What follows belongs to an exercise in optimizing a design on an open flow for small area, a short achievable clock period and few clock cycles; a production flow would make more cautious choices. Only simulation tests tie the RTL to the original design; equivalence was not proved.

the baseline:
// char_draw_top
module char_draw_top #(
    parameter int SCREEN_W = 640,
    parameter int SCREEN_H = 480
) (
    input  logic                       clk,
    input  logic                       rst,
    input  char_draw_pkg::pixel_x_t    x,
    input  char_draw_pkg::pixel_y_t    y,
    input  char_draw_pkg::char_code_t  code,
    input  char_draw_pkg::glyph_size_t size,
    input  logic [1:0]                 mode,
    input  char_draw_pkg::color_id_t   idata_fg,
    input  char_draw_pkg::color_id_t   idata_bg,
    input  logic                       idata_vld,
    output logic                       odone,
    output char_draw_pkg::vga_addr_t   oaddr,
    output char_draw_pkg::color_id_t   odata,
    output logic                       owren
);
==> module char_draw_top, before the edit <==
module char_draw_top #(
    parameter int SCREEN_W = 640,
    parameter int SCREEN_H = 480
) (
    input  logic                       clk,
    input  logic                       rst,
    input  char_draw_pkg::pixel_x_t    x,
    input  char_draw_pkg::pixel_y_t    y,
    input  char_draw_pkg::char_code_t  code,
    input  char_draw_pkg::glyph_size_t size,
    input  logic [1:0]                 mode,
    input  char_draw_pkg::color_id_t   idata_fg,
    input  char_draw_pkg::color_id_t   idata_bg,
    input  logic                       idata_vld,
    output logic                       odone,
    output char_draw_pkg::vga_addr_t   oaddr,
    output char_draw_pkg::color_id_t   odata,
    output logic                       owren
);
    char_draw_pkg::pixel_x_t      origin_x;
    char_draw_pkg::pixel_y_t      origin_y;
    char_draw_pkg::char_code_t    char_code;
    char_draw_pkg::glyph_size_t   glyph_size;
    char_draw_pkg::color_id_t     fg_color;
    char_draw_pkg::color_id_t     bg_color;
    logic        busy;        
    localparam int IW = 4;   
    localparam int IN = 3;   
    logic [IN-1:0] init;      
    logic [1:0]  nb_cy;       
    logic [11:0] base_a;      
    logic [11:0] base_b;      
    logic [11:0] base_c;      
    logic [4:0]  gidx;        
    logic [4:0]  gidx_d;
    logic        scan_vld;    
    logic [11:0] nb_hi;       
    logic [3:0]  sx;          
    logic [2:0]  col;         
    logic [3:0]  sy;          
    logic [3:0]  rrow;        
    logic [4:0]  gbits;       
    logic        s_rowstart;  
    logic        s_bit;       
    logic [4:0]  rom_bits;
    logic        accept;
    logic        row_end;
    logic        last_pix;
    assign accept   = idata_vld && !busy;
    logic [IW+1:0] chunk_sum [IN];
    logic [1:0]    cy_sel;
    always_comb begin
        cy_sel = 2'd0;
        for (int k = 0; k < IN; k++) begin
            chunk_sum[k] = (IW+2)'(base_a[IW*k +: IW]) + (IW+2)'(base_b[IW*k +: IW])
                         + (IW+2)'(base_c[IW*k +: IW]) + (IW+2)'(k == 0 ? 2'd0 : nb_cy);
            cy_sel = cy_sel | (init[k] ? chunk_sum[k][IW+1:IW] : 2'd0);
        end
    end
    assign base_a   = {1'b0, origin_y, 2'b00};
    assign base_b   = {3'b000, origin_y};
    assign base_c   = {9'd0, origin_x[9:7]};
    assign row_end  = (col == 3'd5) && (sx == 4'd0);
    assign last_pix = row_end && (sy == 4'd0) && (rrow == 4'd10);
    always_ff @(posedge clk) begin
        if (rst) begin
            origin_x  <= '0;
            origin_y  <= '0;
            char_code <= '0;
        end else if (accept && mode != 2'd1) begin
            origin_x  <= x;
            origin_y  <= y;
            char_code <= code;
        end
    end
    always_ff @(posedge clk) begin
        if (!busy) begin
            glyph_size <= size;
            fg_color   <= idata_fg;
            bg_color   <= idata_bg;
        end
    end
    always_ff @(posedge clk) begin
        if (rst) begin
            busy     <= 1'b0;
            init     <= '0;
            scan_vld <= 1'b0;
            owren    <= 1'b0;
            odone    <= 1'b0;
        end else begin
            init  <= {init[IN-2:0], accept && mode != 2'd0};
            owren <= scan_vld;
            odone <= scan_vld && last_pix;
            if (accept && mode != 2'd0)
                busy <= 1'b1;
            else if (scan_vld && last_pix)
                busy <= 1'b0;
            if (init[IN-1])
                scan_vld <= 1'b1;
            else if (last_pix)
                scan_vld <= 1'b0;
        end
    end
    glyph_enc u_glyph_enc (
        .char_code (char_code),
        .gidx      (gidx_d)
    );
    glyph_rom u_glyph_rom (
        .gidx (gidx),
        .row  (rrow),
        .bits (rom_bits)
    );
    always_ff @(posedge clk) begin
        gidx <= gidx_d;
    end
    always_ff @(posedge clk) begin
        if (init[IN-1]) begin
            sx         <= glyph_size;
            col        <= 3'd0;
            sy         <= glyph_size;
            rrow       <= 4'd0;
            gbits      <= 5'd0;
            s_rowstart <= 1'b1;
            s_bit      <= 1'b0;
        end else begin
            gbits      <= rom_bits;
            s_rowstart <= row_end;
            if (sx == 4'd0) begin
                sx <= glyph_size;
                if (row_end) begin
                    col   <= 3'd0;
                    s_bit <= 1'b0;
                    if (sy == 4'd0) begin
                        sy <= glyph_size;
                    end else begin
                        sy <= sy - 4'd1;
                    end
                end else begin
                    col   <= col + 3'd1;
                    s_bit <= gbits[3'd4 - col];
                    if (col == 3'd4 && sy == 4'd0)
                        rrow <= rrow + 4'd1;
                end
            end else begin
                sx <= sx - 4'd1;
            end
        end
    end
    always_ff @(posedge clk) begin
        nb_cy <= cy_sel;
        for (int k = 0; k < IN; k++) begin
            if (init[k])
                nb_hi[IW*k +: IW] <= chunk_sum[k][IW-1:0];
        end
        if (scan_vld && s_rowstart)
            nb_hi <= nb_hi + 12'd5;
        if (s_rowstart)
            oaddr <= {nb_hi, origin_x[6:0]};
        else
            oaddr <= oaddr + 19'd1;
        odata <= s_bit ? fg_color : bg_color;
    end
endmodule
clock: 5.0 ns
lec_check: 0
abc_area: 1
cap_margin: 20
core_margin: 2
core_utilization: 40
cts_buf_list: sky130_fd_sc_hd__clkbuf_4 sky130_fd_sc_hd__clkbuf_8
setup_slack_margin: 3.0
slew_margin: 20
synth_memory_max_bits: 16384
standard.sh (not shown) runs the stock make flow with config.mk's settings and CLKGATE_MAP_FILE= SYNTH_SCRIPT=/design/flow/synth_recipe.tcl, a recipe that flattens the netlist after the stock synthesis.
==> flow/flow/run.sh <==
#!/bin/bash
# The standard layout, with plain buffers on the ports in place of the delay-cell
# buffers buffer_ports picks by default. Each tool's output goes to the ORFS logs
# under orfs/logs/; make's own output goes to make_finish.log here.
set -euo pipefail
export BUFFER_PORTS_ARGS="-buffer_cell sky130_fd_sc_hd__buf_1"
bash standard.sh finish > make_finish.log 2>&1
Testbench counts of the baseline, summed over its fixed seeds: cycles 175,420.
What the candidate does differently from the baseline at the input level:
--- a/flow/design.v
+++ b/flow/design.v
@@ -671,9 +671,15 @@
     logic [11:0] base_c;      
     logic [4:0]  gidx;        
     logic [4:0]  gidx_d;
     logic        scan_vld;    
-    logic [11:0] nb_hi;       
+    logic        first_row;   
+    logic        row_cy;      
+    logic        lo_wrap;     
+    logic [2:0]  hi_step;     
+    logic [3:0]  hi_low;      
+    logic [8:0]  hi_inc;      
+    logic [11:0] hi_next;     
     logic [3:0]  sx;          
     logic [2:0]  col;         
     logic [3:0]  sy;          
     logic [3:0]  rrow;        
@@ -684,8 +690,22 @@
     logic        accept;
     logic        row_end;
     logic        last_pix;
     assign accept   = idata_vld && !busy;
+    always_comb begin
+        if (!scan_vld)
+            hi_step = 3'd0;
+        else if (s_rowstart)
+            hi_step = first_row ? 3'd0 : row_cy ? 3'd4 : 3'd5;
+        else
+            hi_step = {2'b00, lo_wrap};
+    end
+    assign hi_low    = {1'b0, oaddr[9:7]} + {1'b0, hi_step};
+    assign hi_inc[0] = ~oaddr[10];
+    for (genvar i = 1; i < 9; i++) begin : g_inc
+        assign hi_inc[i] = oaddr[10+i] ^ (&oaddr[10+i-1:10]);
+    end
+    assign hi_next   = {hi_low[3] ? hi_inc : oaddr[18:10], hi_low[2:0]};
     logic [IW+1:0] chunk_sum [IN];
     logic [1:0]    cy_sel;
     always_comb begin
         cy_sel = 2'd0;
@@ -785,17 +805,27 @@
         end
     end
     always_ff @(posedge clk) begin
         nb_cy <= cy_sel;
+        oaddr[18:7] <= hi_next;
         for (int k = 0; k < IN; k++) begin
             if (init[k])
-                nb_hi[IW*k +: IW] <= chunk_sum[k][IW-1:0];
+                oaddr[7+IW*k +: IW] <= chunk_sum[k][IW-1:0];
         end
-        if (scan_vld && s_rowstart)
-            nb_hi <= nb_hi + 12'd5;
+        if (scan_vld && s_rowstart) begin
+            oaddr[6:0] <= origin_x[6:0];
+            lo_wrap    <= origin_x[6:0] == 7'h7f;
+        end else begin
+            oaddr[6:0] <= oaddr[6:0] + 7'd1;
+            lo_wrap    <= oaddr[6:0] == 7'h7e;
+        end
+        if (init[0])
+            first_row <= 1'b1;
+        else if (scan_vld && s_rowstart)
+            first_row <= 1'b0;
         if (s_rowstart)
-            oaddr <= {nb_hi, origin_x[6:0]};
-        else
-            oaddr <= oaddr + 19'd1;
+            row_cy <= 1'b0;
+        else if (scan_vld && lo_wrap)
+            row_cy <= 1'b1;
         odata <= s_bit ? fg_color : bg_color;
     end
 endmodule
Results
The candidate: all stages complete, timing, DRC and antenna checks passed. Between the baseline and the candidate, the flow reports wire length decreasing by more than 10%. The candidate vs the baseline: global-route usage down in the candidate. The candidate vs the baseline — well-tap cell count dropped by more than 10%. The run showing the smaller worst setup slack for register-to-register paths is the baseline. The candidate: die area is about 8% lower than what the baseline reported. The critical path's slowest cell comes out sky130_fd_sc_hd__dfxtp_4 in one run and sky130_fd_sc_hd__edfxtp_1 in the other, namely in the baseline and the candidate respectively. In the candidate, the largest net degree at the start of global routing came out 3 below the value in the baseline. After synthesis and placement, the instance count of the candidate is below that of the baseline.
Testbench counts of the candidate, summed over its fixed seeds: cycles 175,420.

## re-timing with driven ports
The flow's constraints put no driver on any port. The routed layouts listed below were extracted and timed again, unchanged, in two steps.
Step 1, drivers: a clkbuf_16 drives clk and a buf_2 each remaining input, both assumed.
Step 2, shift: input delay + t, output delay - t, t = (earliest + latest rising clock arrival at the registers) / 2. This alone moves slack from input paths to output paths.
a / b / c = ideal ports / drivers / drivers and shift; a / b = the first two.
| run | t (ns) | slack for setup (ns) | slew at the worst register clock pin (ns) |
|---|---|---|---|
| the baseline | 0.474 | 2.976 / 2.940 / 2.710 | 0.08 / 0.08 |
| the candidate | 0.467 | 2.923 / 2.889 / 2.815 | 0.07 / 0.07 |
After both steps every run listed still meets setup and hold. For the baseline, which loses most, drivers alone change the setup slack by -0.036 ns; drivers and shift together by -0.266 ns.
